This design comes from an exercise in tuning for small area on the open sky130 flow, not from production work.
Only simulation tests tie the RTL to the original design; equivalence was not proved.
Power figures rest on the tool's default switching activity, not on a simulated workload.

==> flow/design.v, too long to show whole: its modules and the start of the top module <==
// module rf_g_a21o: 8 lines
// module rf_g_a221o: 10 lines
// module rf_g_a222oi: 11 lines
// module rf_g_a22o: 9 lines
// module rf_g_a311oi: 10 lines
// module rf_g_a31o: 9 lines
// module rf_g_a31oi: 9 lines
// module rf_g_a32o: 10 lines
// module rf_g_a32oi: 10 lines
// module rf_g_and2: 7 lines
// module rf_g_and3: 8 lines
// module rf_g_and4b: 9 lines
// module rf_g_inv: 6 lines
// module rf_g_nand2: 7 lines
// module rf_g_nand2b: 7 lines
// module rf_g_nand3: 8 lines
// module rf_g_nand4: 9 lines
// module rf_g_nor2: 7 lines
// module rf_g_o2111a: 10 lines
// module rf_g_o211a: 9 lines
// module rf_g_o21a: 8 lines
// module rf_g_o21ai: 8 lines
// module rf_g_o221a: 10 lines
// module rf_g_o22a: 9 lines
// module rf_g_o22ai: 9 lines
// module rf_g_o2bb2a: 9 lines
// module rf_g_o311a: 10 lines
// module rf_g_o311ai: 10 lines
// module rf_g_o31a: 9 lines
// module rf_g_o32a: 10 lines
// module rf_g_o41a: 10 lines
// module rf_g_or2: 7 lines
// module rf_g_or3: 8 lines
// module rf_g_or4: 9 lines
// module rf_g_or4b: 9 lines
// module rf_g_or4bb: 9 lines
// module rf_g_and4: 9 lines
// module rf_g_nor3: 8 lines
// module rf_ctrl: 1933 lines
// module rf_ao_sel: 24 lines
// module rf_ao31: 19 lines
// module rf_stall: 20 lines
// module decode_register_file: 65 lines
module decode_register_file #(
    parameter int XLEN   = 32,
    parameter int PEND_W = 2
) (
    input  logic            clk,
    input  logic            rst,
    input  logic            RegWriteW,
    input  logic [4:0]      RDW,
    input  logic [XLEN-1:0] ResultW,
    input  logic [4:0]      A1,
    input  logic [4:0]      A2,
    output logic [XLEN-1:0] RD1,
    output logic [XLEN-1:0] RD2,
    input  logic            IssueD,
    input  logic [4:0]      IssueRdD,
    input  logic            CancelE,
    input  logic [4:0]      CancelRdE,
    output logic            StallD,
    output logic            ErrorW
);
  // ...
==> flow/flow/run.sh <==
#!/bin/bash
# Own layout flow: the standard flow (standard.sh, unchanged synthesis) with the port
# buffers made from sky130_fd_sc_hd__buf_2 instead of the delay buffer buffer_ports picks by
# default. Every input and output port still gets its own buffer.
set -euo pipefail
export BUFFER_PORTS_ARGS="-buffer_cell sky130_fd_sc_hd__buf_2"
bash standard.sh > make.log 2>&1
==> flow/standard.sh <==
#!/bin/bash
# synth_recipe.tcl (not shown) runs the flow's synth.tcl, then flattens the netlist and writes it again
# the make line also repeats each setting of config.mk as NAME=value (left out here)
make -C /OpenROAD-flow-scripts/flow DESIGN_CONFIG=/design/flow/config.mk WORK_HOME=/design/flow/orfs CLKGATE_MAP_FILE= SYNTH_SCRIPT=/design/flow/synth_recipe.tcl "${@:-finish}"
==> flow/config.mk <==
export PLATFORM = sky130hd
export DESIGN_NAME = decode_register_file
export DESIGN_NICKNAME = decode_register_file
export VERILOG_FILES = /design/flow/design.v
export SDC_FILE = /design/flow/constraint.sdc
export NUM_CORES = 4
export LEC_CHECK = 0
export CAP_MARGIN = 0
export CORE_MARGIN = 2
export CORE_UTILIZATION = 45
export CTS_BUF_LIST = sky130_fd_sc_hd__clkbuf_16
export CTS_CLUSTER_DIAMETER = 80
export CTS_CLUSTER_SIZE = 24
export GPL_TIMING_DRIVEN = 0
export SETUP_SLACK_MARGIN = 0.2
export SLEW_MARGIN = 0
export SYNTH_HIERARCHICAL = 1
==> flow/constraint.sdc <==
create_clock -name core_clock -period 6.5 [get_ports {clk}]
set_input_delay 1.3000 -clock core_clock [delete_from_list [all_inputs] [get_ports {clk}]]
set_output_delay 1.3000 -clock core_clock [all_outputs]
set_load 0.01 [all_outputs]
==> run notes, run 1 <==
sequential share of the synthesized area=about 69%; Layout fillers=~8.5k; sequential share of cell area=roughly three fifths; Ys Warns=8; Layout Cells excl Fill=between 5k and 6k; Syn Std Cell Area=around 0.046 mm^2; status=timing/DRC/antenna clean; drt first pass iters=14; number of synthesized flops with an enable pin=992; first-pass GRT wire length=~250 mm; invs w/o clock=140; crit path to=RD1[22]; Crit. Startpoint=RDW[1]; die width=around 320 um; biggest regs=regs (992), cnt (62), valid (31); sequential cell count=1086; met2 Resource Use GR=roughly 49%; prevailing post-synth register cell=edfxtp_1; max reg flops=992; critical path depth=13; worst reg2reg path depth=13; most common cell after layout, fill and taps aside=edfxtp_1; non-clock buffer area fraction after layout=under 10%; combinational family with the most area after synthesis=compound AO/OA/AOI/OAI gates; combinational power share=about 3.3%; Synth Register Bits=around 1.1k; DR WL/cell=approximately 36 um; final core utilization=between 50 and 60%; DRC violation count after routing=0; initial antenna violation count=9; Post-Syn Instances=3332; CTS tree=yes; hold path endpoint=valid[6]; crit start category=input port; Crit path largest cell delay=~0.74 ns; Synth Area in XOR/XNOR=0%; Post-synth top cells=992 x edfxtp_1, 673 x a222oi_1, 479 x nor2_1, 327 x nand2_1, 141 x nand4_1; grt met1 use=a little under half; WL met2=about 80 mm; vias in the first global route=roughly 36k; Setup-failing EPs final=0; Vias=~38k
==> run 2, diff against run 1 <==
--- a/flow/config.mk
+++ b/flow/config.mk
@@ -12,6 +12,6 @@
 export CTS_CLUSTER_DIAMETER = 80
 export CTS_CLUSTER_SIZE = 24
 export GPL_TIMING_DRIVEN = 0
-export SETUP_SLACK_MARGIN = 0.2
+export SETUP_SLACK_MARGIN = 0.35
 export SLEW_MARGIN = 0
 export SYNTH_HIERARCHICAL = 1
==> run notes, run 2 <==
RSZ-0062 raised after global routing=no; Cell Int Power=0.009452 W; Min Hold Slack=between 0.4 and 0.5 ns; worst ir drop on vdd=221.7 uV; clock skew=about 0.020 ns; die width=324.4 um (unchanged); Reg clk slew, reported paths=0.10 ns; Final Max Slew Viols=0; first-pass GRT wire length=255.7 mm (+0.72%); CTS Buffer Depth=3; Post-DP HPWL=between 100 and 150 mm; Die ar.=around 0.11 mm^2; Syn Nets=3394; most common cell in the netlist=edfxtp_1; final core utilization=52.40% (about the same); fin crit share=a little under 100%; cts bufs inserted=between 50 and 60; cells along the critical path=buf_2 > inv_1 > nor2_2 > nand3_2 > nor2_4 > inv_1 > and2_1 > nor2_1 > inv_1 > a222oi_1 > nand4_1 > nor3_2 > nand3_1 > buf_2; IO Pins=128; Cell Pwr Density=between 200 and 250 mW/mm^2; biggest regs=regs (992), cnt (62), valid (31); LEAKAGE=~17 nW; area of the core=between 0.1 and 0.15 mm^2; Placer Congestion=slightly below 1; kind of critical path=in2out; cell mode on critical path=inv_1; CTS tree=yes; Inst Count DP=between 4k and 5k; sequential share of the synthesized area=68.56% (unchanged); Slew headroom=27.41%; GR Overflow Total=0; Crit Path Max Fanout=5; syn avg cell area=roughly 14 um^2; DRC violation count after routing=0 (unchanged); DR WL/cell=36.61 um (+0.60%); # port buffers=~130; DR vias/cell=7.491; initial antenna violation count=10 (+1); Routed Antenna Nets=0; worst skew pair latency=about 0.72 ns; CP top delay family=simple AND/OR/NAND/NOR gates; largest net degree at the start of global routing=67; Ys Warns=8 (unchanged); worst-margin pin slew=roughly 1.1 ns; Syn Std Cell Area=0.04619 mm^2 (unchanged); htree depth=2; Detailed Route WL=~190 mm; share of cells above drive strength 1=around an eighth; FFs w/ async S/R, synth=0%; commonest non-fill, non-tap cells in the layout=992 x edfxtp_1, 673 x a222oi_1, 447 x nor2_1, 323 x nand2_1, 142 x inv_1; drt first pass iters=11 (-3); combinational power share=3.4% (about the same); distinct cell type count after synthesis=40; Synth-to-Final Area Change=15.42%; Switching Fraction=between 20% and 30%; Buffers & Inverters on Critical Path=5; prevailing post-synth register cell=edfxtp_1; vias in the first global route=35.92k (+0.57%); Synth Register Bits=1086 (unchanged); Layout fillers=8505 (+0.24%); Final Hold Fails=0; Post-Syn Instances=3332 (unchanged); GRT Total Usage=approximately 34%; Peak Freq=0.1578 GHz; Setup-failing EPs final=0 (unchanged); largest area contributor in the netlist=edfxtp_1; Crit path largest cell delay=0.79 ns (+0.05 ns); Slowest-stage cell, CP=a222oi_1; clock sinks=between 1k and 1.5k; area share of the largest cell type after synthesis=64.49%; power share of the clock group=between 30% and 40%; status=timing/DRC/antenna clean; Critical Path End Type=primary output; instance area after placement=about 0.051 mm^2; Root Driver=clkbuf_16; Layout Cells excl Fill=5063 (-0.14%); most common cell after layout, fill and taps aside=edfxtp_1; crit start category=input port; Post-synth top cells=992 x edfxtp_1, 673 x a222oi_1, 479 x nor2_1, 327 x nand2_1, 141 x nand4_1; Psw=0.002658 W; Reg power frac=a little under two thirds; Starting DRT DRC Count=roughly 9k; setup tns final=0 ns; initial core utilization=~45%; design area=0.05332 mm^2; top cells by area, synth=edfxtp_1 64%, a222oi_1 15%, dfxtp_1 4.1%; Critical Path RT=~5.2 ns; min Tclk post-route=6.337 ns; number of synthesized flops with an enable pin=992 (unchanged); max reg flops=992 (unchanged); Max Cap Viol=0; Die H=324.4 um; Hold Buf Count CTS=0; WP data arrival=a little over 5 ns; std cell rows=approximately 120; Layout Nets=3732; Vias=37.93k (+0.41%); Hold Crit Class=reg2reg; Most flops, register=regs
-- run 2: final timing paths --
path,slack [ns],depth (start not counted),endpoint,from
max,0.16,14,StallD,RegWriteW
min reg2reg,0.49,2,valid[6],valid[6]
min,0.49,2,valid[6],valid[6]
max reg2reg,2.02,12,cnt[1],cnt[46]
-- run 2: cells by family after synthesis --
logic type | share of synthesized area (%)
flip-flops | 68.56
AND/OR/NAND/NOR | 12.97
buffers and inverters | 1.138
AO/OA/AOI/OAI | 17.33
-- run 2: repair_timing --
item                       CTS  global route
setup buffers               37            11
resized for setup            9             6
pin swaps                   21             6
setup endpoints to repair  127            76
cloned                       3             0
-- run 2: final cells by class --
cell class / instances / area [um^2] / share of cell area, %
tap: 1368 / 1712 / 3.210
sequential: 1086 / 31670 / 59.40
antenna: 5 / 12.51 / 0.02347
inverter: 140 / 525.5 / 0.9856
clock inverter: 21 / 230.2 / 0.4318
timing repair buffer: 278 / 3366 / 6.313
clock buffer: 56 / 1401 / 2.628
multi-input combinational: 2109 / 14400 / 27.01
-- run 2: per-layer routing --
layer,track usage [%],up-vias,wire [um]
met4,17.16,10,10050
met3,11.37,643,28910
met2,49.43,3360,79570
li1,-,15270,-
met5,0.7699,-,167
met1,44.88,18640,66660
-- run 2: power by group through the flow --
stage / Clock (W) / Combinational, W / Sequential, W
after floorplan: 0 / 0.000138 / 0.00788
final: 0.00397 / 0.000406 / 0.00773
after detailed placement: 0 / 0.000378 / 0.00789
after global routing: 0.00423 / 0.000424 / 0.00774
after global placement: 0 / 0.000347 / 0.00789
after CTS: 0.00399 / 0.000387 / 0.00773
-- run 2: worst register-to-register path, stage by stage (launching register included) --
cell      delay, ns
dfxtp_1        0.33
and2_1         0.21
nor2_1         0.36
inv_1          0.15
a222oi_1       0.79
nand4_1        0.38
nor3_2         0.40
nand3_2        0.60
nand2b_1       0.40
nor2_1         0.14
inv_1          0.06
or4b_1         0.52
o21ai_1        0.08
-- run 2: modules after synthesis (local to each module, per instance), excerpt --
module | copies in the design | cells inside | flip-flops and latches
rf_g_o21ai | 57 | 1 | 0
rf_g_nand4 | 141 | 1 | 0
rf_g_or4b | 2 | 1 | 0
rf_g_o31a | 4 | 1 | 0
rf_g_nor2 | 479 | 1 | 0
rf_g_a32o | 1 | 1 | 0
rf_g_a311oi | 3 | 1 | 0
rf_g_o2bb2a | 2 | 1 | 0
rf_g_and2 | 31 | 1 | 0
rf_g_o2111a | 6 | 1 | 0
rf_g_o22ai | 9 | 1 | 0
-- run 2: metrics by stage --
stage / setup slack [ns] / total power (W)
floorplan: 0.4168 / 0.008023
global placement: -4.247 / 0.008242
detailed placement: -0.8177 / 0.008270
CTS: 0.3621 / 0.01211
global route: 0.3799 / 0.01240
finish: 0.1625 / 0.01211

-- port drivers added, routing unchanged --
No port has a modelled driver above. Below, the same layouts with a new extraction and two added sets of constraints. Step 1: set_driving_cell puts a clkbuf_16 on clk and a buf_2 on each other input, an assumption about the parent block. Step 2, shift: input delay + t, output delay - t, t = (earliest + latest rising clock arrival at the registers) / 2. This alone moves slack from input paths to output paths. Three values: ideal ports, drivers, drivers and shift; two values: the first two.
run	t (ns)	setup slack, ns	worst slew at a driven data input, ns
run 1	0.768	0.078 / 0.057 / 0.057	0.17
run 2	0.768	0.163 / 0.140 / -0.054	0.17
Met with ideal ports but missed after step 2: setup timing in run 2. The setup slack of run 2, which loses most, moves by -0.023 ns with the drivers and by -0.217 ns with both steps.
